This is an optimization exercise on Yosys and OpenROAD, whose aim is small area, a short achievable clock period and few clock cycles per item, not a production implementation.
Function was checked by simulation only, so behaviour that the tests miss may differ from the original.
The clock port is modelled as an ideal driver, which makes a skipped or thinned clock tree look cheaper than it is; a real chip needs a root buffer or a tree.

==> flow/design.v (excerpt) <==
module conv_top (
    input  logic                   sclk,
    input  logic                   s_rst_n,
    input  logic                   cal_start,
    output logic                   busy,
    output conv_pkg::col_addr_t    data_rd_addr,
    output conv_pkg::band_t        row_cnt,
    input  conv_pkg::pix_col_t     col_data,
    output conv_pkg::param_addr_t  param_rd_addr,
    input  conv_pkg::weight_t      param_w_h0,
    input  conv_pkg::weight_t      param_w_h1,
    input  conv_pkg::weight_t      param_w_h2,
    input  conv_pkg::weight_t      param_w_h3,
    input  conv_pkg::weight_t      param_w_h4,
    output conv_pkg::kernel_t      bias_rd_addr,
    input  conv_pkg::bias_t        param_bias,
    output conv_pkg::act_t         conv_rslt_act,
    output logic                   conv_rslt_act_vld
);
==> flow/config.mk <==
export PLATFORM = sky130hd
export DESIGN_NAME = conv_top
export DESIGN_NICKNAME = conv_top
export VERILOG_FILES = /design/flow/design.v
export SDC_FILE = /design/flow/constraint.sdc
export NUM_CORES = 4
export LEC_CHECK = 0
export CAP_MARGIN = 20
export CORE_MARGIN = 2
export CORE_UTILIZATION = 40
export CTS_BUF_LIST = sky130_fd_sc_hd__clkbuf_16
export CTS_CLUSTER_DIAMETER = 100
export CTS_CLUSTER_SIZE = 30
export SLEW_MARGIN = 20
==> flow/constraint.sdc <==
create_clock -name core_clock -period 28.0 [get_ports {sclk}]
set_input_delay 5.6000 -clock core_clock [delete_from_list [all_inputs] [get_ports {sclk}]]
set_output_delay 5.6000 -clock core_clock [all_outputs]
set_load 0.01 [all_outputs]
standard.sh (not shown) runs the stock make flow with config.mk's settings and CLKGATE_MAP_FILE= SYNTH_SCRIPT=/design/flow/synth_recipe.tcl, a recipe that flattens the netlist after the stock synthesis.
==> flow/flow/run.sh <==
#!/bin/bash
# Standard synthesis, then flow/polarity.py drops the inverters that
# synthesis leaves between full adders (a full adder is self-dual, so an fa
# cell may work on inverted signals), then the standard layout from the
# edited netlist, with port buffers of fixed cells (flow/pre_resize.tcl) and
# one level less in the clock tree (flow/post_cts.tcl). Make output goes to
# standard_*.log here, each tool's own log to orfs/logs.
set -euo pipefail
R=$PWD/orfs/results/sky130hd/conv_top/base
KN=("BUFFER_PORTS_ARGS=-outputs -buffer_cell sky130_fd_sc_hd__buf_2" "PRE_RESIZE_TCL=$PWD/flow/pre_resize.tcl" "POST_CTS_TCL=$PWD/flow/post_cts.tcl")
if [[ -f flow/knobs.txt ]]; then
  while read -r line; do [[ -n "$line" ]] && KN+=("$line"); done < flow/knobs.txt
fi
bash standard.sh "${KN[@]}" "$R/1_2_yosys.v" > standard_synth.log 2>&1
cp "$R/1_2_yosys.v" "$R/1_2_yosys_std.v"
python3 flow/polarity.py "$R/1_2_yosys_std.v" "$R/1_2_yosys.v" > polarity.log 2>&1
bash standard.sh "${KN[@]}" finish > standard.log 2>&1
==> flow/flow/knobs.txt <==
SETUP_SLACK_MARGIN=21.4
CTS_ARGS=-sink_clustering_enable -repair_clock_nets -sink_clustering_size 30 -sink_clustering_max_diameter 100 -buf_list sky130_fd_sc_hd__clkbuf_16 -dont_use_dummy_load
==> flow/flow/post_cts.tcl <==
# Runs at the end of the CTS step (POST_CTS_TCL). Takes out the middle level
# of the clock tree: the leaf buffers are driven by the root buffer itself,
# which cuts one buffer delay from every register's clock. The tree stays
# balanced: every register is still two buffers from the clock port.
set block [ord::get_db_block]
set port_net [$block findNet sclk]
proc is_clkbuf {inst} {
  return [string match "sky130_fd_sc_hd__clkbuf_*" [[$inst getMaster] getName]]
}
proc out_net {inst} {
  foreach it [$inst getITerms] {
    if {[$it isOutputSignal]} { return [$it getNet] }
  }
  return "NULL"
}
set roots {}
foreach it [$port_net getITerms] {
  set inst [$it getInst]
  if {[is_clkbuf $inst]} { lappend roots $inst }
}
if {[llength $roots] == 1} {
  set root [lindex $roots 0]
  set rnet [out_net $root]
  set mids {}
  set others 0
  foreach it [$rnet getITerms] {
    set inst [$it getInst]
    if {$inst eq $root} { continue }
    if {[is_clkbuf $inst]} { lappend mids $inst } else { incr others }
  }
  puts "post_cts: root [$root getName], [llength $mids] middle buffers, $others other loads"
  foreach mid $mids {
    set mnet [out_net $mid]
    set ok 1
    foreach it [$mnet getITerms] {
      set inst [$it getInst]
      if {$inst eq $mid} { continue }
      if {![is_clkbuf $inst]} { set ok 0 }
    }
    if {!$ok} { puts "post_cts: [$mid getName] drives registers, kept"; continue }
    foreach it [$mnet getITerms] {
      set inst [$it getInst]
      if {$inst eq $mid} { continue }
      $it disconnect
      $it connect $rnet
    }
    puts "post_cts: removed [$mid getName]"
    odb::dbInst_destroy $mid
    odb::dbNet_destroy $mnet
  }
  estimate_parasitics -placement
  report_clock_skew
} else {
  puts "post_cts: [llength $roots] root buffers, tree kept"
}
==> flow/flow/pre_resize.tcl <==
# Runs before the resize step (PRE_RESIZE_TCL). Global placement gave every
# output port a buf_2 (BUFFER_PORTS_ARGS); each input port gets a buf_1 here,
# which the step's repair and the detailed placement then handle as usual.
buffer_ports -inputs -buffer_cell sky130_fd_sc_hd__buf_1
Other scripts of this flow, unchanged in this note and not shown: flow/flow/polarity.py
Testbench counts at the start, summed over its fixed seeds: cycles 21,648, results 18,432.
Edit:
==> flow/flow/knobs.txt (replaced) <==
SETUP_SLACK_MARGIN=21.6
After rerunning: The new run completed without violations; worst setup slack barely changes; sequential share of layout area came out lower by 0.49 points; core utilization came out higher by 0.53 points; routed wire length is about the same; design area came out higher slightly; first-iteration DRC count came out lower by roughly a tenth; critical path depth stays the same; worst hold slack improved by 0.025 ns; area after synthesis does not change.
Edit:
==> flow/flow/run.sh (replaced) <==
#!/bin/bash
# Standard synthesis, then flow/polarity.py drops the inverters that
# synthesis leaves between full adders (a full adder is self-dual, so an fa
# cell may work on inverted signals), then the standard layout from the
# edited netlist, with port buffers of a fixed cell. Make output goes to
# standard_*.log here, each tool's own log to orfs/logs.
set -euo pipefail
R=$PWD/orfs/results/sky130hd/conv_top/base
KN=("BUFFER_PORTS_ARGS=-buffer_cell sky130_fd_sc_hd__buf_2")
if [[ -f flow/knobs.txt ]]; then
  while read -r line; do [[ -n "$line" ]] && KN+=("$line"); done < flow/knobs.txt
fi
bash standard.sh "${KN[@]}" "$R/1_2_yosys.v" > standard_synth.log 2>&1
cp "$R/1_2_yosys.v" "$R/1_2_yosys_std.v"
python3 flow/polarity.py "$R/1_2_yosys_std.v" "$R/1_2_yosys.v" > polarity.log 2>&1
bash standard.sh "${KN[@]}" finish > standard.log 2>&1
- ABC_AREA: not set -> 1
removed: flow/flow/knobs.txt
removed: flow/flow/post_cts.tcl
removed: flow/flow/pre_resize.tcl
Outcome: Clock skew goes up by 0.0070 ns; worst setup slack got worse by 0.097 ns; sequential share of layout area goes down by 0.35 points.
Edit:
==> flow/flow/knobs.txt (new file) <==
SETUP_SLACK_MARGIN=21.4
- ABC_AREA: 1 -> not set
After rerunning:
- The changed run finished with timing, DRC and antenna clean
- wire length fell slightly
- setup slack gains 0.028 ns
- core utilization rose by 1.4 points
- maximum frequency rose slightly
- synthesized area fell by a few percent
- clock skew rose by 0.0047 ns
Edit:
==> flow/flow/knobs.txt (replaced) <==
SETUP_SLACK_MARGIN=21.6
The changed run passed the timing, design-rule and antenna checks.
Area after synthesis is unchanged.
Final cell count goes up slightly.
Via count stays flat.
Utilization goes up by 0.21 points.
Count of clock-buffer cells in the layout does not change.
Register-to-register slack is about the same.
Cell area goes up slightly.
Routed wire length stays flat.
Hold slack improves by 0.0033 ns.

## separate check: timing with driven ports
The flow's constraints put no driver on any port. The routed layouts listed below were extracted and timed again, unchanged, in two steps. Step 1 assumes that a clkbuf_16 drives the clock port and a buf_2 every other input. Step 2 moves the port delays by t, midway between the first and last clock arrival at a register: inputs arrive t later, outputs are due t later. That takes back most of the time a late clock gives input paths. Three values: ideal, step 1, step 2; two values: the first two.
| run | shift t [ns] | setup slack, ns | cell pins on the clock port's net |
|---|---|---|---|
| the first run | 0.468 | 21.391 / 21.343 / 21.581 | 1 |
| the second run | 0.484 | 21.391 / 21.344 / 21.603 | 1 |
| the third run | 0.543 | 21.294 / 21.248 / 21.791 | 1 |
| the fourth run | 0.555 | 21.323 / 21.273 / 21.629 | 1 |
| the fifth run | 0.555 | 21.318 / 21.269 / 21.629 | 1 |
After both steps setup and hold are still met in every run listed. The worst setup slack also covers recovery checks on asynchronous resets.
